This is an optimization exercise on Yosys and OpenROAD, whose aim is small area, not a production implementation.
The RTL was checked by simulation tests, not by an equivalence proof against the original design.
Power figures rest on the tool's default switching activity, not on a simulated workload.

`design/flow/design.v`:
```
package memoria_dados_pkg;
  localparam int DATA_WIDTH = 16;
  localparam int ADDR_WIDTH = 16;
  localparam int NUM_WORDS = 128;
  localparam int WORD_INDEX_BITS = $clog2(NUM_WORDS);
  typedef logic [DATA_WIDTH-1:0] word_t;
  typedef logic [ADDR_WIDTH-1:0] addr_t;
  typedef logic [WORD_INDEX_BITS-1:0] idx_t;
endpackage
module decod_endereco_dados
(
  input  memoria_dados_pkg::addr_t endereco,
  output memoria_dados_pkg::idx_t  indice
);
  assign indice = endereco[memoria_dados_pkg::WORD_INDEX_BITS:1];
endmodule
module celula_escrita
(
  input  logic esc_n,
  input  logic c,
  input  logic ret_n,
  input  logic q,
  output logic y
);
  assign y = ~((ret_n | q) & (esc_n | c));
endmodule
module leitura_par
(
  input  logic [1:0] sel_n,
  input  logic [1:0] q,
  output logic       y
);
  assign y = ~((sel_n[0] | q[0]) & (sel_n[1] | q[1]));
endmodule
module nao_e
(
  input  logic a,
  input  logic b,
  output logic y
);
  assign y = ~(a & b);
endmodule
module ou16
(
  input  logic [15:0] a,
  output logic        y
);
  assign y = |a;
endmodule
module ou4
(
  input  logic [3:0] a,
  output logic       y
);
  assign y = |a;
endmodule
module memoria_dados
(
  input  logic                     clock,
  input  logic                     reset_n,
  input  logic                     permisao_escrita,
  input  logic                     permisao_leitura,
  input  memoria_dados_pkg::addr_t endereco,
  input  memoria_dados_pkg::word_t dado_escrita,
  output memoria_dados_pkg::word_t dado_leitura
);
  localparam int NW = memoria_dados_pkg::NUM_WORDS;
  localparam int DW = memoria_dados_pkg::DATA_WIDTH;
  localparam int IB = memoria_dados_pkg::WORD_INDEX_BITS;
  localparam int NB = 8;
  localparam int NA = NW / NB;
  memoria_dados_pkg::idx_t indice;
  memoria_dados_pkg::word_t mem_q [NW];
  memoria_dados_pkg::word_t mem_d [NW];
  memoria_dados_pkg::word_t dado_cod;
  memoria_dados_pkg::word_t leitura;
  logic valido_q;
  logic fase_q;
  logic fase_d;
  decod_endereco_dados u_decod (
    .endereco(endereco),
    .indice(indice)
  );
  always_ff @(posedge clock or negedge reset_n) begin
    if (!reset_n) valido_q <= 1'b0;
    else if (permisao_escrita) valido_q <= 1'b1;
  end
  assign fase_d = valido_q && !fase_q;
  always_ff @(posedge clock) fase_q <= fase_d;
  logic [NB-1:0] esc_baixo;
  logic [NB-1:0] leit_baixo;
  logic [NA-1:0] alto;
  always_comb begin
    for (int j = 0; j < NB; j++) begin
      esc_baixo[j]  = permisao_escrita && indice[2:0] == j[2:0];
      leit_baixo[j] = permisao_leitura && valido_q && indice[2:0] == j[2:0];
    end
    for (int k = 0; k < NA; k++) alto[k] = indice[IB-1:3] == k[IB-4:0];
  end
  logic [NW-1:0] esc_n;
  logic [NW-1:0] ret_n;
  logic [NW-1:0] sel_n;
  for (genvar i = 0; i < NW; i++) begin : g_linha
    nao_e u_esc (.a(esc_baixo[i % NB]), .b(alto[i / NB]), .y(esc_n[i]));
    nao_e u_ret (.a(valido_q), .b(esc_n[i]), .y(ret_n[i]));
    nao_e u_sel (.a(leit_baixo[i % NB]), .b(alto[i / NB]), .y(sel_n[i]));
  end
  assign dado_cod = ~(dado_escrita ^ {DW{fase_d}});
  for (genvar i = 0; i < NW; i++) begin : g_pal
    for (genvar b = 0; b < DW; b++) begin : g_bit
      celula_escrita u_cel (
        .esc_n(esc_n[i]),
        .c(dado_cod[b]),
        .ret_n(ret_n[i]),
        .q(mem_q[i][b]),
        .y(mem_d[i][b])
      );
    end
  end
  always_ff @(posedge clock) begin
    for (int i = 0; i < NW; i++) mem_q[i] <= mem_d[i];
  end
  for (genvar b = 0; b < DW; b++) begin : g_leit
    logic [NW/2-1:0]  par;
    logic [NW/32-1:0] n2;
    for (genvar p = 0; p < NW/2; p++) begin : g_par
      leitura_par u_par (
        .sel_n(sel_n[2*p +: 2]),
        .q({mem_q[2*p+1][b], mem_q[2*p][b]}),
        .y(par[p])
      );
    end
    for (genvar g = 0; g < NW/32; g++) begin : g_n2
      ou16 u_n2 (.a(par[16*g +: 16]), .y(n2[g]));
    end
    ou4 u_fim (.a(n2), .y(leitura[b]));
  end
  assign dado_leitura = leitura ^ {DW{permisao_leitura && valido_q && !fase_q}};
endmodule
```
`design/flow/flow/run.sh`:
```
#!/bin/bash
# The standard layout (the standard.sh: standard synthesis, floorplan,
# placement, CTS, routing), with two changes:
#  - port buffers are buf_1 cells instead of the resizer's default choice;
#  - CTS keeps the clustering of config.mk but inserts no dummy loads.
# Each tool's full output stays in the ORFS logs under orfs/logs; make's own
# output goes to standard.log in this folder.
set -euo pipefail
export BUFFER_PORTS_ARGS="-buffer_cell sky130_fd_sc_hd__buf_1"
export CTS_ARGS="-sink_clustering_enable -repair_clock_nets -sink_clustering_size 16 -sink_clustering_max_diameter 80 -buf_list sky130_fd_sc_hd__clkbuf_8 -dont_use_dummy_load"
bash standard.sh finish > standard.log 2>&1
```
`design/flow/standard.sh`:
```
#!/bin/bash
# synth_recipe.tcl (not shown) runs the flow's synth.tcl, then flattens the netlist and writes it again
# the make line also repeats each setting of config.mk as NAME=value (left out here)
make -C /OpenROAD-flow-scripts/flow DESIGN_CONFIG=/design/flow/config.mk WORK_HOME=/design/flow/orfs CLKGATE_MAP_FILE= SYNTH_SCRIPT=/design/flow/synth_recipe.tcl "${@:-finish}"
```
`design/flow/config.mk`:
```
export PLATFORM = sky130hd
export DESIGN_NAME = memoria_dados
export DESIGN_NICKNAME = memoria_dados
export VERILOG_FILES = /design/flow/design.v
export SDC_FILE = /design/flow/constraint.sdc
export NUM_CORES = 4
export LEC_CHECK = 0
export CAP_MARGIN = 20
export CORE_MARGIN = 2
export CORE_UTILIZATION = 60
export CTS_BUF_LIST = sky130_fd_sc_hd__clkbuf_8
export CTS_CLUSTER_DIAMETER = 80
export CTS_CLUSTER_SIZE = 16
export PLACE_DENSITY = 0.75
export SLEW_MARGIN = 20
export SYNTH_HIERARCHICAL = 1
export SYNTH_MINIMUM_KEEP_SIZE = 0
```
`design/flow/constraint.sdc`:
```
create_clock -name core_clock -period 12.0 [get_ports {clock}]
set_input_delay 2.4000 -clock core_clock [delete_from_list [all_inputs] [get_ports {clock}]]
set_output_delay 2.4000 -clock core_clock [all_outputs]
set_load 0.01 [all_outputs]
```
==> results by group, run 1 <==
Run status
  • Status: finished clean

Global routing
  • Largest net degree at the start of global routing: 129
  • Vias in the first global route: between 50000 and 60000
  • Total GRT Usage: 0.386
  • First-pass GRT wire length: 328 mm
  • GRT Residual Overflow: 0
  • Initial antenna violation count: 14

Die
  • Rows: 120
  • I/O pins: 52
  • Overall die height: 332 um
  • Die W: 332 um
  • CORE AREA: 107000 um2
  • Die ar.: 110000 um2
  • Initial Util: 0.603

Worst setup path
  • WP data arrival: about 7500 ps
  • Delay of the slowest critical-path stage: between 1000 and 1500 ps
  • Critical Path End Type: output port
  • Worst path required time: between 9000 and 10000 ps
  • CP most frequent cell: buf_1
  • Critical path launch point type: input port
  • Critical path, cell by cell: buf_1, or3b_4, nor2_2, buf_4, nand2_1, o22ai_1, nor4_1, nand4_1, or4_1, xnor2_1, buf_1
  • Max FO, Critical Path: 16
  • Slowest stage cell on the critical path: nor4_1
  • WS Path Type: input port to output port

Synthesis
  • Ys async rst share: 0.000488
  • Post-Syn Nets: 5974
  • Cell taking the most area after synthesis: dfxtp_1
  • #FFs+latches synth: roughly 2100
  • Synth cell types: 21
  • Synth top area share: 0.636
  • Post-synthesis sequential area ratio: 0.637
  • Top_reg_cell synth: dfxtp_1
  • Post-Syn Area: 64500 um2
  • Synthesis Warnings: 10
  • EDFF count, synth: 0
  • Syn Inst Count: 5938
  • Syn avg cell area: 10.9 um2
  • Most frequent cell after synthesis: o22ai_1
  • Ranking of synthesized cells by area: dfxtp_1 64%, o22ai_1 30%, nor4_1 2.5%
  • Top post-synthesis cells by count: 3072 x o22ai_1, 2049 x dfxtp_1, 390 x nand2_1

Pwr
  • Leak Pwr: between 0.02 and 0.03 uW
  • Sequential Power Share: 0.641
  • Cell Pwr Density: ~200 nW/um2
  • Switching share of power: 0.268
  • Internal: a little over 10000 uW
  • Clock Power Share: 0.227
  • Max IR drop VDD: 0.000240 V
  • Combinational share of power: 0.132
  • Switching power: 3720 uW

CTS
  • CTS H-tree lvls: 4
  • CTS sink cnt: 2050
  • Cts hold-fix bufs: 0
  • Worst-skew pair later-pin latency: 900 ps
  • Clk slew on worst S/H paths: 50 ps
  • Clk root buf: clkbuf_8
  • Cts repair resizes: 0
  • Post-CTS Setup Repair Bufs: 0
  • TritonCTS buffer count: ~150
  • Bufs on Longest Clock Path: 3
  • CTS tree: done

Drt
  • DR DRC count: 0
  • WL final: 226 mm
  • Wire per inst: 29.7 um
  • Initial drt markers: 9252
  • Vias: between 50000 and 60000
  • Vias per cell: 7.76
  • First-pass iteration count of the detailed router: 8
  • Antenna viol nets, final: 0

Timing
  • Slew headroom: 0.102
  • Tcrit/Tclk final: 0.821
  • Final min period: 9850 ps
  • Count of final hold-check violations: 0
  • Fmax: 102 MHz
  • Final setup vio count: 0
  • RSZ-0062 raised after global routing: false
  • Worst-Margin Slew: 1330 ps
  • Skew final: between 30 and 40 ps
  • Max-slew violations: 0
  • Final TNS setup: 0 ps

Finish
  • Final core occ: 0.648
  • Fin nets: roughly 6200
  • Layout Area Growth over Synthesis: 7.35%
  • Layout cells sized above 1: 0.0436

Placed design
  • RePlAce Congestion: 0.966
  • Detailed Place HPWL: 136 mm
  • Port Buf Inserts: 42

Run
  • Max-cap violations: 0

Worst hold path
  • Hold WC Path Type: flip-flop to flip-flop
==> layout by cell type (no fill, tap or decap) <==
| master | instances |
|---|---|
| buf_2 | 2 |
| xnor2_1 | 16 |
| dfrtp_4 | 1 |
| or2b_1 | 2 |
| nand2_1 | 390 |
| buf_12 | 8 |
| buf_1 | 42 |
| clkbuf_8 | 146 |
| nor2_1 | 9 |
| nor2_2 | 12 |
| dfxtp_1 | 2049 |
| nand4_1 | 64 |
| buf_6 | 1 |
| nor3_2 | 10 |
| nand3_1 | 1 |
| buf_4 | 61 |
| nor4_2 | 11 |
| nand3b_1 | 2 |
| xnor2_2 | 16 |
| nand2b_1 | 6 |
| o22ai_1 | 3072 |
| or3b_4 | 1 |
| and2b_1 | 1 |
| or2_2 | 1 |
| nor4_1 | 246 |
| diode_2 | 10 |
| or4_1 | 16 |
==> routing by layer <==
| metal | vias up | global-route usage | part of all wire |
|---|---|---|---|
| li1 | 25600 | - | - |
| met3 | 744 | 0.119 | 0.13 |
| met5 | - | 0 | 0.00061 |
| met1 | 28700 | 0.522 | 0.38 |
| met2 | 3941 | 0.559 | 0.43 |
| met4 | 18 | 0.192 | 0.057 |
==> power groups by stage <==
stage | Sequential, uW | Clock [uW] | Combinational (uW)
after floorplan | 8870 | 0 | 1300
after global placement | 8960 | 0 | 1680
after detailed placement | 9020 | 0 | 1770
after CTS | 8870 | 3150 | 1760
after global routing | 9040 | 3400 | 1910
final | 8890 | 3150 | 1830
==> sequential cells by signal, summed over array words and instances, names as in the netlist <==
| register | flops |
|---|---|
| fase_q | 1 |
| mem_q | 2048 |
| valido_q | 1 |
==> through the flow <==
step           hold WS, ps  area (um2)  instances  power, uW  setup WS [ps]
2_1_floorplan          435       64500       5938      10200           4070
3_3_place_gp           442       67100       7440      10600           2720
3_5_place_dp           449       67100       7441      10800           2690
4_1_cts                457       69100       7587      13800           2700
5_1_grt                469       69200       7591      14300           2320
6_report               455       69200       7599      13900           2150
==> worst paths after layout <==
check	endpoint	startpoint	cells past startpoint	slack, ps
max reg2reg	mem_q[33][4]	valido_q	7	7450
max in group asynchronous	valido_q	reset_n	1	10600
min reg2reg	mem_q[81][13]	mem_q[81][13]	1	450
min in group asynchronous	valido_q	reset_n	1	1280
max	dado_leitura[13]	endereco[2]	11	2150
min	mem_q[81][13]	mem_q[81][13]	1	450
==> modules after synthesis, one instance, submodules excluded <==
module                times used  cells  cell area (um2)
ou16                          64      5             31.3
celula_escrita              2048      1             6.26
leitura_par                 1024      1             6.26
decod_endereco_dados           1      7             52.6
nao_e                        384      1             3.75
ou4                           16      1             7.51
memoria_dados                  1   2139            41600
==> cell type report <==
cell class              instances  area [um2]
flip-flops and latches       2050       41000
clock buffers                 146        2010
fillers                      8646       37700
diodes                         10        25.0
multi-input cells            3876       23600
repair buffers                114         797
well taps                    1403        1760
==> worst max-delay path: cells and delay by family <==
| family | cells | cell delay (ps) |
|---|---|---|
| buffers and inverters | 3 | 910 |
| AND/OR/NAND/NOR | 6 | 3350 |
| XOR/XNOR | 1 | 570 |
| AO/OA/AOI/OAI | 1 | 200 |
==> logic make-up (layout without fill, tap and decap cells) <==
group                     count (synthesis)  after routing  share of synthesized area
xor gates and xnor gates                 32             32                    0.00435
buffers and inverters                    12            260                    0.00188
and+or+nand+nor                         772            772                     0.0592
AOI/OAI and AO/OA                      3072           3072                      0.298
other                                     0             10                          0
DFF                                    2050           2050                      0.637
==> run 2, diff against run 1 <==
--- a/design/flow/flow/run.sh
+++ b/design/flow/flow/run.sh
@@ -7,5 +7,5 @@
 # output goes to standard.log in this folder.
 set -euo pipefail
 export BUFFER_PORTS_ARGS="-buffer_cell sky130_fd_sc_hd__buf_1"
-export CTS_ARGS="-sink_clustering_enable -repair_clock_nets -sink_clustering_size 16 -sink_clustering_max_diameter 80 -buf_list sky130_fd_sc_hd__clkbuf_8 -dont_use_dummy_load"
+export CTS_ARGS="-sink_clustering_enable -repair_clock_nets -sink_clustering_size 18 -sink_clustering_max_diameter 80 -buf_list sky130_fd_sc_hd__clkbuf_8 -dont_use_dummy_load"
 bash standard.sh finish > standard.log 2>&1
--- a/design/flow/config.mk
+++ b/design/flow/config.mk
@@ -10,7 +10,7 @@
 export CORE_UTILIZATION = 60
 export CTS_BUF_LIST = sky130_fd_sc_hd__clkbuf_8
 export CTS_CLUSTER_DIAMETER = 80
-export CTS_CLUSTER_SIZE = 16
+export CTS_CLUSTER_SIZE = 18
 export PLACE_DENSITY = 0.75
 export SLEW_MARGIN = 20
 export SYNTH_HIERARCHICAL = 1
==> run 2 against run 1 <==
  * First-iteration DRC count fell by 0.68%
  * Worst setup slack better by 5.2 ps
  * Critical path depth did not move
  * Highest routed layer unchanged
==> results by group, run 2 <==
CTS
  • Cts repair resizes: 0 (unchanged)
  • Worst-skew pair later-pin latency: 840 ps (-60 ps)
  • Clk root buf: clkbuf_8
  • CTS H-tree lvls: 4 (unchanged)
  • CTS sink cnt: 2050 (unchanged)
  • TritonCTS buffer count: 132 (-9.6%)
  • Clk slew on worst S/H paths: 50 ps (about the same)
  • Post-CTS Setup Repair Bufs: 0 (unchanged)
  • Cts hold-fix bufs: 0 (unchanged)
  • Bufs on Longest Clock Path: 3 (unchanged)
  • CTS tree: done

Pwr
  • Cell Pwr Density: 199 nW/um2 (-0.73%)
  • Leak Pwr: 0.0250 uW (-0.40%)
  • Max IR drop VDD: 0.000240 V (about the same)

Die
  • Die ar.: 110000 um2 (unchanged)
  • Die W: 332 um (unchanged)
  • CORE AREA: 107000 um2 (unchanged)
  • Rows: 120 (unchanged)
  • Initial Util: 0.603 (unchanged)
  • I/O pins: 52 (unchanged)
  • Overall die height: 332 um (unchanged)

Drt
  • Wire per inst: 29.6 um (-0.36%)
  • Vias: 58600 (-0.63%)
  • Initial drt markers: 9189 (-0.68%)
  • Vias per cell: 7.72 (-0.46%)
  • DR DRC count: 0 (unchanged)
  • WL final: 225 mm (-0.53%)
  • First-pass iteration count of the detailed router: 7 (-1)
  • Antenna viol nets, final: 0 (unchanged)

Synthesis
  • Top post-synthesis cells by count: 3072 x o22ai_1, 2049 x dfxtp_1, 390 x nand2_1
  • Post-synthesis sequential area ratio: 0.637 (unchanged)
  • Syn avg cell area: 10.9 um2 (unchanged)
  • Synthesis Warnings: 10 (unchanged)
  • Top_reg_cell synth: dfxtp_1
  • Ranking of synthesized cells by area: dfxtp_1 64%, o22ai_1 30%, nor4_1 2.5%
  • Most frequent cell after synthesis: o22ai_1
  • Post-Syn Nets: 5974 (unchanged)
  • Syn Inst Count: 5938 (unchanged)
  • Ys async rst share: 0.000488 (unchanged)
  • Synth cell types: 21 (unchanged)
  • EDFF count, synth: 0 (unchanged)
  • Post-Syn Area: 64500 um2 (unchanged)
  • #FFs+latches synth: 2050 (unchanged)
  • Synth top area share: 0.636 (unchanged)
  • Cell taking the most area after synthesis: dfxtp_1

Worst setup path
  • Delay of the slowest critical-path stage: 1110 ps (-20 ps)
  • WS Path Type: input port to output port
  • WP data arrival: 7440 ps (about the same)
  • Critical path, cell by cell: buf_1, or3b_4, nor2_2, buf_4, nand2_1, o22ai_1, nor4_1, nand4_1, or4_1, xnor2_1, buf_1
  • Reg2reg path depth: 7 (unchanged)
  • Worst path required time: 9600 ps (about the same)
  • R2r endpoint: mem_q[35][4]
  • Slowest stage cell on the critical path: nor4_1
  • CP most frequent cell: buf_1
  • Max FO, Critical Path: 16 (unchanged)
  • R2R Setup Slk: 7450 ps (about the same)
  • Critical Path End Type: output port
  • Critical path launch point type: input port
  • Reg-to-Reg Start: valido_q

Timing
  • Fmax: 102 MHz (about the same)
  • Final min period: 9840 ps (-5.25 ps)
  • RSZ-0062 raised after global routing: false
  • Final TNS setup: 0 ps (unchanged)
  • Worst-Margin Slew: 1370 ps (+34.6 ps)
  • Final setup vio count: 0 (unchanged)
  • Count of final hold-check violations: 0 (unchanged)
  • Max-slew violations: 0 (unchanged)
  • Slew headroom: 0.0791 (-0.0233)
  • Skew final: 51.6 ps (+12.9 ps)
  • Tcrit/Tclk final: 0.820 (about the same)

Finish
  • Most common cell after layout, fill and taps aside: o22ai_1
  • Layout Area Growth over Synthesis: 7.07%
  • Fin nets: 6209 (-0.24%)
  • FILL cells: 8635 (-0.13%)
  • Most frequent cells in the layout: 3072 x o22ai_1, 2049 x dfxtp_1, 390 x nand2_1
  • Max reg flops: 2048 (unchanged)
  • Final Non-Filler Cells: 7586 (-0.17%)
  • Top flop regs: mem_q (2048), fase_q (1), valido_q (1)
  • Most flop-heavy register: mem_q
  • Layout cells sized above 1: 0.0416 (-0.00200)

Global routing
  • Vias in the first global route: 52400 (-0.45%)
  • First-pass GRT wire length: 327 mm (-0.42%)
  • Largest net degree at the start of global routing: 129 (unchanged)
  • Total GRT Usage: 0.384 (-0.00173)
  • GRT Residual Overflow: 0 (unchanged)
  • Initial antenna violation count: 16 (+2)

Placed design
  • RePlAce Congestion: 0.966 (unchanged)
  • Port Buf Inserts: 42 (unchanged)
  • Placed Instances: 7441 (unchanged)
  • Detailed Place HPWL: 136 mm (unchanged)

Worst hold path
  • Hold path startpoint: mem_q[56][15]
  • Hold Path Depth: 1 (unchanged)
  • Hold Path End: mem_q[56][15]
  • Hold WC Path Type: flip-flop to flip-flop

Run status
  • Status: finished clean

Run
  • Max-cap violations: 0 (unchanged)
## run 2: cell types whose count changed in the layout (fill, tap and decap cells not counted), sizes merged
cell	previous run	this run
clkbuf	146	132
diode	10	12
buf	114	113
## run 2: metal layers
layer  vias to the layer above  GRT usage  wire length, um
li1                      25500          -                -
met1                     28700      0.516            86300
met4                        10      0.194            12900
met2                      3679      0.558            95600
met5                         -          0               69
met3                       710      0.120            29800
## run 2: cell type report
class	count	area (um2)	area share
Antenna cell	12	30.0	0.000435
Clock buffer	132	1820	0.0263
Timing Repair Buffer	113	792	0.0115
Multi-Input combinational cell	3876	23600	0.342
Tap cell	1403	1760	0.0254
Sequential cell	2050	41000	0.595
## run 2: logic make-up (layout without fill, tap and decap cells)
kind of cell	count (synthesis)	after routing	share of synthesized area
flops	2050	2050	0.637
simple gates	772	772	0.0592
buf+inv	12	245	0.00188
other cells	0	12	0
xor+xnor	32	32	0.00435
compound gates	3072	3072	0.298
## run 2: critical path: cells and delay by family
kind	cells	cell delay, ps
XOR/XNOR	1	590
AND/OR/NAND/NOR	6	3310
AO/OA/AOI/OAI	1	210
buffers and inverters	3	910
## run 2: power by group
part           switching, uW  internal (uW)  total [uW]
combinational            957            872        1830
clock                   2030            996        3020
sequential               699           8190        8890
total                   3680          10100       13700
## run 2: worst max-delay path by stage
| stage | from | depth (start not counted) | slack [ps] | end |
|---|---|---|---|---|
| after global routing | endereco[2] | 11 | 2260 | dado_leitura[5] |
| after detailed placement | endereco[2] | 11 | 2690 | dado_leitura[15] |
| after global placement | endereco[2] | 11 | 2720 | dado_leitura[3] |
| final | endereco[2] | 11 | 2160 | dado_leitura[10] |
| after CTS | endereco[2] | 11 | 2700 | dado_leitura[15] |
| after floorplan | dado_escrita[0] | 2 | 4070 | mem_q[0][0] |
## run 2: per-stage QoR
stage | hold slack [ps] | worst slack (ps) | utilization | power (uW) | instance area (um2)
after floorplan | 435 | 4070 | - | 10200 | 64500
after global placement | 442 | 2720 | 0.628 | 10600 | 67100
after detailed placement | 449 | 2690 | 0.628 | 10800 | 67100
after CTS | 459 | 2700 | 0.645 | 13600 | 68900
after global routing | 471 | 2260 | 0.646 | 14200 | 69000
final | 459 | 2160 | 0.646 | 13700 | 69000
## run 2: per-module statistics from Yosys, one instance, submodules excluded
module / times used / flip-flops and latches / cells inside
celula_escrita: 2048 / 0 / 1
decod_endereco_dados: 1 / 0 / 7
memoria_dados: 1 / 2050 / 2139
ou4: 16 / 0 / 1
nao_e: 384 / 0 / 1
ou16: 64 / 0 / 5
leitura_par: 1024 / 0 / 1
==> run 3, diff against run 2 <==
--- a/design/flow/config.mk
+++ b/design/flow/config.mk
@@ -12,6 +12,6 @@
 export CTS_CLUSTER_DIAMETER = 80
 export CTS_CLUSTER_SIZE = 18
 export PLACE_DENSITY = 0.75
-export SLEW_MARGIN = 20
+export SLEW_MARGIN = 10
 export SYNTH_HIERARCHICAL = 1
 export SYNTH_MINIMUM_KEEP_SIZE = 0
==> run 3 against run 2 <==
  * Sequential share of layout area about the same
  * Count of clock-buffer cells in the layout unchanged
  * Via count increased by 0.47%
  * Combinational power about the same
  * Non-clock buffer count increased by 9
  * Final area about the same
  * Register-to-register slack improved by 90 ps
  * Core utilization about the same
  * Die area unchanged
==> results by group, run 3 <==
Pwr
  • Leak Pwr: 0.0250 uW (about the same)
  • Cell Pwr Density: 199 nW/um2 (about the same)
  • Max IR drop VDD: 0.000216 V (-10%)

Timing
  • Min Hold Slack: 458 ps (-1.30 ps)
  • Tcrit/Tclk final: 0.819 (-0.00154)
  • Worst setup slack after layout: 2170 ps (+18.5 ps)
  • Slew headroom: 0.0824 (+0.00326)
  • Max-slew violations: 0 (unchanged)
  • RSZ-0062 raised after global routing: false
  • Fmax: 102 MHz (+0.19%)
  • Final setup vio count: 0 (unchanged)
  • Final min period: 9830 ps (-18.5 ps)
  • Skew final: 63.7 ps (+12.1 ps)
  • Count of final hold-check violations: 0 (unchanged)
  • Worst-Margin Slew: 1360 ps (-4.85 ps)
  • Final TNS setup: 0 ps (unchanged)

Die
  • CORE AREA: 107000 um2 (unchanged)
  • Rows: 120 (unchanged)
  • Die W: 332 um (unchanged)
  • Die ar.: 110000 um2 (unchanged)
  • Overall die height: 332 um (unchanged)
  • I/O pins: 52 (unchanged)
  • Initial Util: 0.603 (unchanged)

Drt
  • Antenna viol nets, final: 0 (unchanged)
  • Initial drt markers: 8863 (-3.5%)
  • DR DRC count: 0 (unchanged)
  • Vias: 58900 (+0.47%)
  • Vias per cell: 7.75 (+0.32%)
  • First-pass iteration count of the detailed router: 6 (-1)
  • WL final: 226 mm (+0.42%)
  • Wire per inst: 29.7 um (+0.27%)

Finish
  • Max reg flops: 2048 (unchanged)
  • Layout cells sized above 1: 0.0416 (-0.0000607)
  • Fin nets: 6218 (+0.14%)
  • Most common cell after layout, fill and taps aside: o22ai_1
  • Top flop regs: mem_q (2048), fase_q (1), valido_q (1)
  • Most flop-heavy register: mem_q
  • Layout Area Growth over Synthesis: 7.09% (about the same)
  • Most frequent cells in the layout: 3072 x o22ai_1, 2049 x dfxtp_1, 390 x nand2_1

Placed design
  • Port Buf Inserts: 42 (unchanged)
  • Setup WS pre-CTS: 2720 ps (+23.1 ps)
  • RePlAce Congestion: 0.966 (unchanged)
  • Detailed Place HPWL: 136 mm (about the same)

Synthesis
  • Synth top area share: 0.636 (unchanged)
  • Ranking of synthesized cells by area: dfxtp_1 64%, o22ai_1 30%, nor4_1 2.5%
  • Post-synthesis sequential area ratio: 0.637 (unchanged)
  • EDFF count, synth: 0 (unchanged)
  • Most frequent cell after synthesis: o22ai_1
  • Top_reg_cell synth: dfxtp_1
  • Cell taking the most area after synthesis: dfxtp_1
  • Ys async rst share: 0.000488 (unchanged)
  • #FFs+latches synth: 2050 (unchanged)
  • Post-Syn Nets: 5974 (unchanged)
  • Post-Syn Area: 64500 um2 (unchanged)
  • Synth cell types: 21 (unchanged)
  • Synthesis Warnings: 10 (unchanged)
  • Top post-synthesis cells by count: 3072 x o22ai_1, 2049 x dfxtp_1, 390 x nand2_1
  • Syn avg cell area: 10.9 um2 (unchanged)
  • Syn Inst Count: 5938 (unchanged)

Global routing
  • Largest net degree at the start of global routing: 129 (unchanged)
  • GRT Residual Overflow: 0 (unchanged)
  • First-pass GRT wire length: 329 mm (+0.68%)
  • Initial antenna violation count: 21 (+5)
  • Vias in the first global route: 52900 (+0.87%)
  • Total GRT Usage: 0.387 (+0.00302)

Worst hold path
  • Hold path startpoint: mem_q[56][10]
  • Hold WC Path Type: flip-flop to flip-flop

Worst setup path
  • CP startpoint: endereco[2]
  • Critical path launch point type: input port
  • Critical Path End Type: output port
  • Max FO, Critical Path: 16 (unchanged)
  • WP data arrival: 7430 ps (about the same)
  • Worst path required time: 9600 ps (about the same)
  • Reg-to-Reg Start: valido_q
  • WS Path Type: input port to output port

Run
  • Max-cap violations: 0 (unchanged)

CTS
  • Post-CTS Setup Repair Bufs: 0 (unchanged)
  • Cts hold-fix bufs: 0 (unchanged)
  • TritonCTS buffer count: 132 (unchanged)
  • Clk root buf: clkbuf_8
  • Bufs on Longest Clock Path: 3 (unchanged)
  • Cts repair resizes: 0 (unchanged)
  • CTS tree: done
  • CTS sink cnt: 2050 (unchanged)
  • CTS H-tree lvls: 4 (unchanged)
  • Clk slew on worst S/H paths: 40 ps (about the same)
  • Worst-skew pair later-pin latency: 840 ps (about the same)

Run status
  • Status: finished clean
[run 3: cell types whose count changed in the layout (fill, tap and decap cells not counted), sizes merged]
cell	delta
diode	+2
buf	+9
[run 3: layout make-up]
class / count / area, um2
sequential: 2050 / 41000
clock buffer: 132 / 1820
multi-input combinational: 3876 / 23500
fill: 8602 / 37800
timing repair buffer: 122 / 856
antenna: 14 / 35.0
tap: 1403 / 1760
[run 3: power by group]
part	switching, uW	internal (uW)
Combinational	959	874
Sequential	702	8190
Clock	2030	996
Total	3690	10100
[run 3: worst max-delay path: stages]
cell and delay, ps:
buf_1 350, or3b_4 240, nor2_2 210, buf_4 330, nand2_1 480, o22ai_1 220, nor4_1 1150, nand4_1 580
or4_1 670, xnor2_1 550, buf_1 210
[run 3: path summary, 6_finish.rpt]
kind | end | slack (ps) | depth (start not counted)
setup / recovery | dado_leitura[10] | 2170 | 11
hold / removal | mem_q[56][10] | 460 | 1
setup reg to reg | mem_q[34][4] | 7540 | 7
hold reg to reg | mem_q[56][10] | 460 | 1
max in group asynchronous | valido_q | 10560 | 1
min in group asynchronous | valido_q | 1310 | 1
[run 3: cells by family after synthesis]
group | share of synthesized area
AO/OA/AOI/OAI | 0.298
XOR/XNOR | 0.00435
buffers and inverters | 0.00188
flip-flops | 0.637
AND/OR/NAND/NOR | 0.0592
[run 3: modules after synthesis, one instance, submodules excluded]
| module | times used | cells inside |
|---|---|---|
| leitura_par | 1024 | 1 |
| nao_e | 384 | 1 |
| decod_endereco_dados | 1 | 7 |
| celula_escrita | 2048 | 1 |
| ou4 | 16 | 1 |
| ou16 | 64 | 5 |
| memoria_dados | 1 | 2139 |
[run 3: routing by layer]
metal / track usage / share of wire / vias up
met5: 0 / 0.00097 / -
met4: 0.199 / 0.057 / 34
met3: 0.135 / 0.13 / 733
met2: 0.556 / 0.43 / 3792
met1: 0.515 / 0.38 / 28800
li1: - / - / 25500
[run 3: through the flow]
| step | cells | total power [uW] | cell area, um2 | util |
|---|---|---|---|---|
| detailed placement | 7441 | 10800 | 67100 | 0.628 |
| floorplan | 5938 | 10200 | 64500 | - |
| finish | 7597 | 13800 | 69100 | 0.646 |
| CTS | 7573 | 13700 | 68900 | 0.645 |
| global placement | 7440 | 10600 | 67100 | 0.628 |
| global route | 7585 | 14200 | 69000 | 0.646 |
==> run 4, diff against run 3 <==
--- a/design/flow/config.mk
+++ b/design/flow/config.mk
@@ -5,13 +5,13 @@
 export SDC_FILE = /design/flow/constraint.sdc
 export NUM_CORES = 4
 export LEC_CHECK = 0
-export CAP_MARGIN = 20
+export CAP_MARGIN = 15
 export CORE_MARGIN = 2
 export CORE_UTILIZATION = 60
 export CTS_BUF_LIST = sky130_fd_sc_hd__clkbuf_8
 export CTS_CLUSTER_DIAMETER = 80
 export CTS_CLUSTER_SIZE = 18
 export PLACE_DENSITY = 0.75
-export SLEW_MARGIN = 10
+export SLEW_MARGIN = 20
 export SYNTH_HIERARCHICAL = 1
 export SYNTH_MINIMUM_KEEP_SIZE = 0
==> run 4 against run 3 <==
  * Still clean on timing, DRC and antenna
  * Combinational power barely moved
  * Wire length shrank 0.27%
  * Sequential power is essentially flat
  * Clock power is essentially flat
  * Synthesized area did not move
  * Via count hardly changed
  * Critical path depth did not move
  * Maximum frequency shrank 1.6%
  * Sequential share of layout area barely moved
  * Core utilization about the same
  * Non-clock buffer count fell by 10
  * Final cell count down 0.25%
  * Critical path type unchanged
==> results by group, run 4 <==
Die
  • Rows: 120 (unchanged)
  • I/O pins: 52 (unchanged)
  • Overall die height: 332 um (unchanged)
  • Die ar.: 110000 um2 (unchanged)
  • CORE AREA: 107000 um2 (unchanged)
  • Die W: 332 um (unchanged)
  • Initial Util: 0.603 (unchanged)

Worst setup path
  • Slowest stage cell on the critical path: nor4_1
  • Critical Path End Type: output port
  • Critical path, cell by cell: buf_1, or3b_4, nor2_2, buf_4, nand2_1, o22ai_1, nor4_1, nand4_1, or4_1, xnor2_1, buf_1
  • Worst path required time: 9600 ps (about the same)
  • WP data arrival: 7580 ps (+150 ps)
  • WS Path Type: input port to output port
  • Max FO, Critical Path: 16 (unchanged)
  • CP most frequent cell: buf_1
  • Delay of the slowest critical-path stage: 1120 ps (-30 ps)
  • Critical path launch point type: input port

Timing
  • Skew final: 50.6 ps (-13.0 ps)
  • Final TNS setup: 0 ps (unchanged)
  • Slew headroom: 0.0805 (-0.00186)
  • Final min period: 9980 ps (+155 ps)
  • Max-slew violations: 0 (unchanged)
  • Worst-Margin Slew: 1370 ps (+2.76 ps)
  • Count of final hold-check violations: 0 (unchanged)
  • Final setup vio count: 0 (unchanged)
  • Fmax: 100 MHz (-1.6%)
  • RSZ-0062 raised after global routing: false
  • Tcrit/Tclk final: 0.832 (+0.0129)

CTS
  • Clk slew on worst S/H paths: 60 ps (+20 ps)
  • Cts hold-fix bufs: 0 (unchanged)
  • Bufs on Longest Clock Path: 3 (unchanged)
  • Clk root buf: clkbuf_8
  • CTS tree: done
  • Worst-skew pair later-pin latency: 900 ps (+60 ps)
  • CTS sink cnt: 2050 (unchanged)
  • Post-CTS Setup Repair Bufs: 0 (unchanged)
  • TritonCTS buffer count: 132 (unchanged)
  • CTS H-tree lvls: 4 (unchanged)
  • Cts repair resizes: 0 (unchanged)

Finish
  • Most common cell after layout, fill and taps aside: o22ai_1
  • Top flop regs: mem_q (2048), fase_q (1), valido_q (1)
  • Most frequent cells in the layout: 3072 x o22ai_1, 2049 x dfxtp_1, 390 x nand2_1
  • Most flop-heavy register: mem_q
  • Fin nets: 6208 (-0.16%)
  • Layout Area Growth over Synthesis: 7.02% (about the same)
  • Max reg flops: 2048 (unchanged)
  • Layout cells sized above 1: 0.0412 (-0.000419)
  • Fin area: 69000 um2 (about the same)

Pwr
  • Cell Pwr Density: 199 nW/um2 (about the same)
  • Combinational share of power: 0.133 (about the same)
  • Max IR drop VDD: 0.000218 V (+1.3%)
  • Switching power: 3690 uW (about the same)
  • Sequential Power Share: 0.647 (about the same)
  • Switching share of power: 0.268 (about the same)
  • Internal: 10100 uW (about the same)
  • Leak Pwr: 0.0250 uW (about the same)
  • Clock Power Share: 0.220 (about the same)

Placed design
  • Placed inst area: 67100 um2 (about the same)
  • RePlAce Congestion: 0.966 (unchanged)
  • Port Buf Inserts: 42 (unchanged)
  • Detailed Place HPWL: 136 mm (-0.13%)

Synthesis
  • Synth cell types: 21 (unchanged)
  • Post-synthesis sequential area ratio: 0.637 (unchanged)
  • Most frequent cell after synthesis: o22ai_1
  • #FFs+latches synth: 2050 (unchanged)
  • Ys async rst share: 0.000488 (unchanged)
  • Top_reg_cell synth: dfxtp_1
  • Cell taking the most area after synthesis: dfxtp_1
  • Post-Syn Area: 64500 um2 (unchanged)
  • Synth top area share: 0.636 (unchanged)
  • Top post-synthesis cells by count: 3072 x o22ai_1, 2049 x dfxtp_1, 390 x nand2_1
  • Syn avg cell area: 10.9 um2 (unchanged)
  • Ranking of synthesized cells by area: dfxtp_1 64%, o22ai_1 30%, nor4_1 2.5%
  • EDFF count, synth: 0 (unchanged)
  • Post-Syn Nets: 5974 (unchanged)
  • Syn Inst Count: 5938 (unchanged)
  • Synthesis Warnings: 10 (unchanged)

Run status
  • Status: finished clean

Global routing
  • GRT Residual Overflow: 0 (unchanged)
  • Total GRT Usage: 0.384 (-0.00236)
  • Initial antenna violation count: 14 (-33%)
  • Vias in the first global route: 52500 (-0.70%)
  • First-pass GRT wire length: 327 mm (-0.58%)
  • Largest net degree at the start of global routing: 129 (unchanged)

Drt
  • WL final: 225 mm (-0.27%)
  • DR DRC count: 0 (unchanged)
  • Initial drt markers: 8951 (+0.99%)
  • First-pass iteration count of the detailed router: 13 (+7)
  • Vias: 58800 (-0.020%)
  • Vias per cell: 7.77 (+0.23%)
  • Antenna viol nets, final: 0 (unchanged)
  • Wire per inst: 29.7 um (about the same)

Worst hold path
  • Hold WC Path Type: flip-flop to flip-flop

Run
  • Max-cap violations: 0 (unchanged)
-- run 4: cell type report --
type	count	area, um2
fillers	8720	37900
well taps	1403	1760
repair buffers	112	791
flip-flops and latches	2050	41000
multi-input cells	3876	23600
clock buffers	132	1820
diodes	5	12.5
-- run 4: metrics by stage --
stage | std cells | hold WS, ps | utilization | total power [uW] | setup slack [ps]
2_1_floorplan | 5938 | 435 | - | 10200 | 4070
3_3_place_gp | 7440 | 442 | 0.628 | 10600 | 2720
3_5_place_dp | 7440 | 449 | 0.628 | 10800 | 2680
4_1_cts | 7572 | 458 | 0.645 | 13700 | 2680
5_1_grt | 7574 | 470 | 0.645 | 14200 | 2370
6_report | 7578 | 456 | 0.646 | 13700 | 2020
-- run 4: final timing paths --
kind	cells after the start	end	from	slack, ps
max in group asynchronous	1	valido_q	reset_n	10580
min	1	mem_q[38][10]	mem_q[38][10]	460
min in group asynchronous	1	valido_q	reset_n	1300
max	11	dado_leitura[3]	endereco[2]	2020
max reg2reg	7	mem_q[34][4]	valido_q	7480
min reg2reg	1	mem_q[38][10]	mem_q[38][10]	460
-- run 4: critical path: cells and delay by family --
kind | cells | cell delay, ps
buf+inv | 3 | 920
compound gates | 1 | 240
simple gates | 6 | 3250
xor+xnor | 1 | 730
-- run 4: power by group through the flow --
stage	Clock [uW]	Sequential [uW]	Combinational (uW)
2_1_floorplan	0	8870	1300
3_3_place_gp	0	8960	1680
3_5_place_dp	0	9020	1770
4_1_cts	3030	8870	1760
5_1_grt	3270	9040	1910
6_report	3030	8890	1830
-- run 4: cells by family (layout without fill, tap and decap cells) --
kind of cell              count (synthesis)  count (layout)  share of synthesized area
buffers and inverters                    12             244                    0.00188
xor gates and xnor gates                 32              32                    0.00435
AOI/OAI and AO/OA                      3072            3072                      0.298
and+or+nand+nor                         772             772                     0.0592
other                                     0               5                          0
DFF                                    2050            2050                      0.637
-- run 4: Yosys stat by module, one instance, submodules excluded --
module,cell area [um2],flops+latches
memoria_dados,41600,2050
ou4,7.51,0
decod_endereco_dados,52.6,0
ou16,31.3,0
celula_escrita,6.26,0
leitura_par,6.26,0
nao_e,3.75,0
-- run 4: metal layers --
layer  global-route usage  wire (um)  share of wire  vias up
li1                     -          -              -    25500
met1                0.521      86600           0.38    28800
met2                0.552      95300           0.42     3794
met3                0.118      29900           0.13      730
met4                0.202      13100          0.058       20
met5                    0        136        0.00060        -
==> run 5, diff against run 4 <==
==> design/flow/run.sh (new file) <==
#!/bin/bash
# synth_recipe.tcl (not shown) runs the flow's synth.tcl, then flattens the netlist and writes it again
# the make line also repeats each setting of config.mk as NAME=value (left out here)
make -C /OpenROAD-flow-scripts/flow DESIGN_CONFIG=/design/flow/config.mk WORK_HOME=/design/flow/orfs CLKGATE_MAP_FILE= SYNTH_SCRIPT=/design/flow/synth_recipe.tcl finish
--- a/design/flow/config.mk
+++ b/design/flow/config.mk
@@ -5,12 +5,12 @@
 export SDC_FILE = /design/flow/constraint.sdc
 export NUM_CORES = 4
 export LEC_CHECK = 0
-export CAP_MARGIN = 15
+export CAP_MARGIN = 30
 export CORE_MARGIN = 2
 export CORE_UTILIZATION = 60
 export CTS_BUF_LIST = sky130_fd_sc_hd__clkbuf_8
 export CTS_CLUSTER_DIAMETER = 80
-export CTS_CLUSTER_SIZE = 18
+export CTS_CLUSTER_SIZE = 16
 export PLACE_DENSITY = 0.75
 export SLEW_MARGIN = 20
 export SYNTH_HIERARCHICAL = 1
removed: design/flow/flow/run.sh
removed: design/flow/standard.sh
==> run 5 against run 4 <==
  * First-iteration DRC count is 5.8% lower
  * Die area stayed put
  * Register-to-register slack better by 460 ps
  * Final area is 1.1% higher
  * Final cell count is 0.65% higher
  * Synthesized cell count stayed put
  * Via count is 0.59% lower
  * Wire length is 2.8% lower
  * Sequential power hardly changed
  * Clock power is 7% higher
==> results by group, run 5 <==
Worst setup path
  • Max FO, Critical Path: 16 (unchanged)
  • Worst path required time: 9600 ps (about the same)
  • Reg2reg path depth: 6 (-1)
  • Slowest stage cell on the critical path: nor4_1
  • Critical path, cell by cell: clkdlybuf4s50_1, or2b_1, nor2_2, buf_4, nand2_1, o22ai_1, nor4_1, nand4_1, or4_1, xnor2_1, clkdlybuf4s50_1
  • R2r endpoint: mem_q[119][4]
  • Reg-to-Reg Start: valido_q
  • Critical Path End Type: output port
  • CP most frequent cell: clkdlybuf4s50_1
  • Delay of the slowest critical-path stage: 920 ps (-200 ps)
  • WP data arrival: 8070 ps (+490 ps)
  • WS Path Type: input port to output port
  • CP Buf/Inv Count: 3 (unchanged)
  • R2R Setup Slk: 7940 ps (+460 ps)
  • Crit-path leading delay family: simple AND/OR/NAND/NOR gates
  • Critical path launch point type: input port

Pwr
  • Max IR drop VDD: 0.000173 V (-21%)
  • Leak Pwr: 0.0253 uW (+1.5%)
  • Cell Pwr Density: 200 nW/um2 (+0.50%)

Global routing
  • First-pass GRT wire length: 323 mm (-1.3%)
  • Largest net degree at the start of global routing: 129 (unchanged)
  • GRT Residual Overflow: 0 (unchanged)
  • Total GRT Usage: 0.376 (-0.00841)
  • Initial antenna violation count: 17 (+3)
  • Vias in the first global route: 52200 (-0.66%)

Finish
  • Fin nets: 6244 (+0.58%)
  • FILL cells: 8554 (-1.9%)
  • Top flop regs: mem_q (2048), fase_q (1), valido_q (1)
  • Fin area: 69800 um2 (+1.1%)
  • Layout Area Growth over Synthesis: 8.19%
  • Most common cell after layout, fill and taps aside: o22ai_1
  • Most frequent cells in the layout: 3072 x o22ai_1, 2049 x dfxtp_1, 390 x nand2_1
  • Layout cells sized above 1: 0.0481 (+0.00690)
  • Max reg flops: 2048 (unchanged)
  • Most flop-heavy register: mem_q

Drt
  • Vias: 58500 (-0.59%)
  • Wire per inst: 28.7 um (-3.4%)
  • WL final: 219 mm (-2.8%)
  • Vias per cell: 7.67 (-1.2%)
  • Antenna viol nets, final: 0 (unchanged)
  • First-pass iteration count of the detailed router: 6 (-7)
  • DR DRC count: 0 (unchanged)
  • Initial drt markers: 8432 (-5.8%)

CTS
  • Cts repair resizes: 0 (unchanged)
  • Clk slew on worst S/H paths: 90 ps (+30 ps)
  • Bufs on Longest Clock Path: 3 (unchanged)
  • Cts hold-fix bufs: 0 (unchanged)
  • Post-CTS Setup Repair Bufs: 0 (unchanged)
  • CTS sink cnt: 2050 (unchanged)
  • Clk root buf: clkbuf_8
  • Worst-skew pair later-pin latency: 900 ps (about the same)
  • TritonCTS buffer count: 146 (+11%)
  • CTS tree: done
  • CTS H-tree lvls: 4 (unchanged)

Timing
  • Count of final hold-check violations: 0 (unchanged)
  • Final TNS setup: 0 ps (unchanged)
  • Skew final: 29.2 ps (-21.4 ps)
  • RSZ-0062 raised after global routing: false
  • Final min period: 10470 ps (+493 ps)
  • Worst-Margin Slew: 1250 ps (-116 ps)
  • Worst setup slack after layout: 1530 ps (-493 ps)
  • Tcrit/Tclk final: 0.873 (+0.0411)
  • Final setup vio count: 0 (unchanged)
  • Slew headroom: 0.158 (+0.0779)
  • Max-slew violations: 0 (unchanged)
  • Fmax: 95.5 MHz (-4.7%)

Die
  • Initial Util: 0.603 (unchanged)
  • Die ar.: 110000 um2 (unchanged)
  • Overall die height: 332 um (unchanged)
  • Rows: 120 (unchanged)
  • Die W: 332 um (unchanged)
  • CORE AREA: 107000 um2 (unchanged)
  • I/O pins: 52 (unchanged)

Synthesis
  • EDFF count, synth: 0 (unchanged)
  • #FFs+latches synth: 2050 (unchanged)
  • Ys async rst share: 0.000488 (unchanged)
  • Post-Syn Nets: 5974 (unchanged)
  • Synth cell types: 21 (unchanged)
  • Top post-synthesis cells by count: 3072 x o22ai_1, 2049 x dfxtp_1, 390 x nand2_1
  • Syn avg cell area: 10.9 um2 (unchanged)
  • Synth top area share: 0.636 (unchanged)
  • Synthesis Warnings: 10 (unchanged)
  • Cell taking the most area after synthesis: dfxtp_1
  • Post-synthesis sequential area ratio: 0.637 (unchanged)
  • Post-Syn Area: 64500 um2 (unchanged)
  • Most frequent cell after synthesis: o22ai_1
  • Syn Inst Count: 5938 (unchanged)
  • Ranking of synthesized cells by area: dfxtp_1 64%, o22ai_1 30%, nor4_1 2.5%
  • Top_reg_cell synth: dfxtp_1

Worst hold path
  • Hold path startpoint: mem_q[61][1]
  • Hold Path Depth: 1 (unchanged)
  • Hold Path End: mem_q[61][1]
  • Hold WC Path Type: flip-flop to flip-flop

Placed design
  • Port Buf Inserts: 42 (unchanged)
  • Setup WS pre-CTS: 2010 ps (-671 ps)
  • Detailed Place HPWL: 135 mm (-0.58%)
  • Placed inst area: 67400 um2 (+0.46%)
  • RePlAce Congestion: 0.947 (-2.0%)

Run status
  • Status: finished clean

Run
  • Max-cap violations: 0 (unchanged)
[run 5: cell types whose count changed in the layout (fill, tap and decap cells not counted), sizes merged]
| cell | before | now |
|---|---|---|
| buf | 112 | 84 |
| clkbuf | 132 | 163 |
| clkdlybuf4s50 | 0 | 42 |
| clkinvlp | 0 | 3 |
| diode | 5 | 4 |
| inv | 0 | 2 |
[run 5: worst max path at each step]
stage	depth (start not counted)	to	start
after detailed placement	11	dado_leitura[11]	endereco[1]
after global routing	11	dado_leitura[11]	endereco[1]
after CTS	11	dado_leitura[11]	endereco[1]
after global placement	11	dado_leitura[11]	endereco[1]
final	11	dado_leitura[11]	endereco[1]
after floorplan	2	mem_q[0][0]	dado_escrita[0]
[run 5: worst reg2reg max path: cells and delay by family, from the launching register on]
| kind | cells | cell delay [ps] |
|---|---|---|
| buffers and inverters | 3 | 2070 |
| flip-flops | 1 | 1100 |
| AND/OR/NAND/NOR | 1 | 240 |
| XOR/XNOR | 1 | 160 |
| AO/OA/AOI/OAI | 1 | 310 |
[run 5: per-layer routing]
layer | vias up | part of all wire | GRT usage
li1 | 25600 | - | -
met1 | 28500 | 0.40 | 0.536
met2 | 3709 | 0.42 | 0.536
met3 | 622 | 0.13 | 0.109
met4 | 20 | 0.044 | 0.152
met5 | - | 0.00083 | 0
[run 5: area by class of cell]
type	count	area, um2	area share
tap	1403	1760	0.0252
sequential	2050	41000	0.588
clock inverter	5	42.5	0.000610
timing repair buffer	134	1210	0.0173
clock buffer	155	2130	0.0306
multi-input combinational	3876	23600	0.338
antenna	4	10.0	0.000143
[run 5: cell families after synthesis]
logic type / count (synthesis) / synth area share
XOR/XNOR: 32 / 0.00435
flip-flops: 2050 / 0.637
AO/OA/AOI/OAI: 3072 / 0.298
AND/OR/NAND/NOR: 772 / 0.0592
buffers and inverters: 12 / 0.00188
[run 5: power by group]
part           switching (uW)  total (uW)  internal [uW]
clock                    2070        3230           1160
sequential                705        8900           8190
combinational             934        1840            902
total                    3710       14000          10300
[run 5: per-module statistics from Yosys, one instance, submodules excluded, a selection]
module | times used | flip-flops and latches | area, um2
celula_escrita | 2048 | 0 | 6.26
nao_e | 384 | 0 | 3.75
leitura_par | 1024 | 0 | 6.26
memoria_dados | 1 | 2050 | 41600
decod_endereco_dados | 1 | 0 | 52.6
ou16 | 64 | 0 | 31.3
[run 5: through the flow]
step | power [uW] | hold WS [ps] | utilization | instances
finish | 14000 | 460 | 0.653 | 7627
global route | 14500 | 472 | 0.653 | 7625
CTS | 13900 | 462 | 0.651 | 7611
detailed placement | 10800 | 449 | 0.631 | 7451
global placement | 10600 | 442 | 0.630 | 7438
floorplan | 10200 | 435 | - | 5938

## static timing again, ports no longer ideal
No port has a modelled driver above. Below, the same layouts with a new extraction and two added sets of constraints. Step 1: set_driving_cell puts a clkbuf_16 on clock and a buf_2 on each other input, an assumption about the parent block. Step 2 moves the port delays by t, midway between the first and last clock arrival at a register: inputs arrive t later, outputs are due t later. That takes back most of the time a late clock gives input paths. Slacks: ideal / step 1 / step 2; pairs: ideal / step 1.
run	t, ns	setup WS [ns]	worst hold slack (ns)	worst setup path at the end	worst data-port slew with drivers (ns)
run 1	0.939	2.150 / 2.095 / 2.095	0.455 / 0.455 / 0.455	input to output	0.14
run 2	0.904	2.155 / 2.095 / 2.095	0.459 / 0.459 / 0.459	input to output	0.16
run 3	0.900	2.174 / 2.115 / 2.115	0.458 / 0.458 / 0.458	input to output	0.13
run 4	0.920	2.019 / 1.965 / 1.965	0.456 / 0.456 / 0.456	input to output	0.13
run 5	0.940	1.526 / 1.499 / 1.499	0.460 / 0.460 / 0.460	input to output	0.11
After both steps setup and hold are still met in every run listed. For run 2, which loses most, drivers alone change the setup slack by -0.060 ns; drivers and shift together by -0.060 ns.
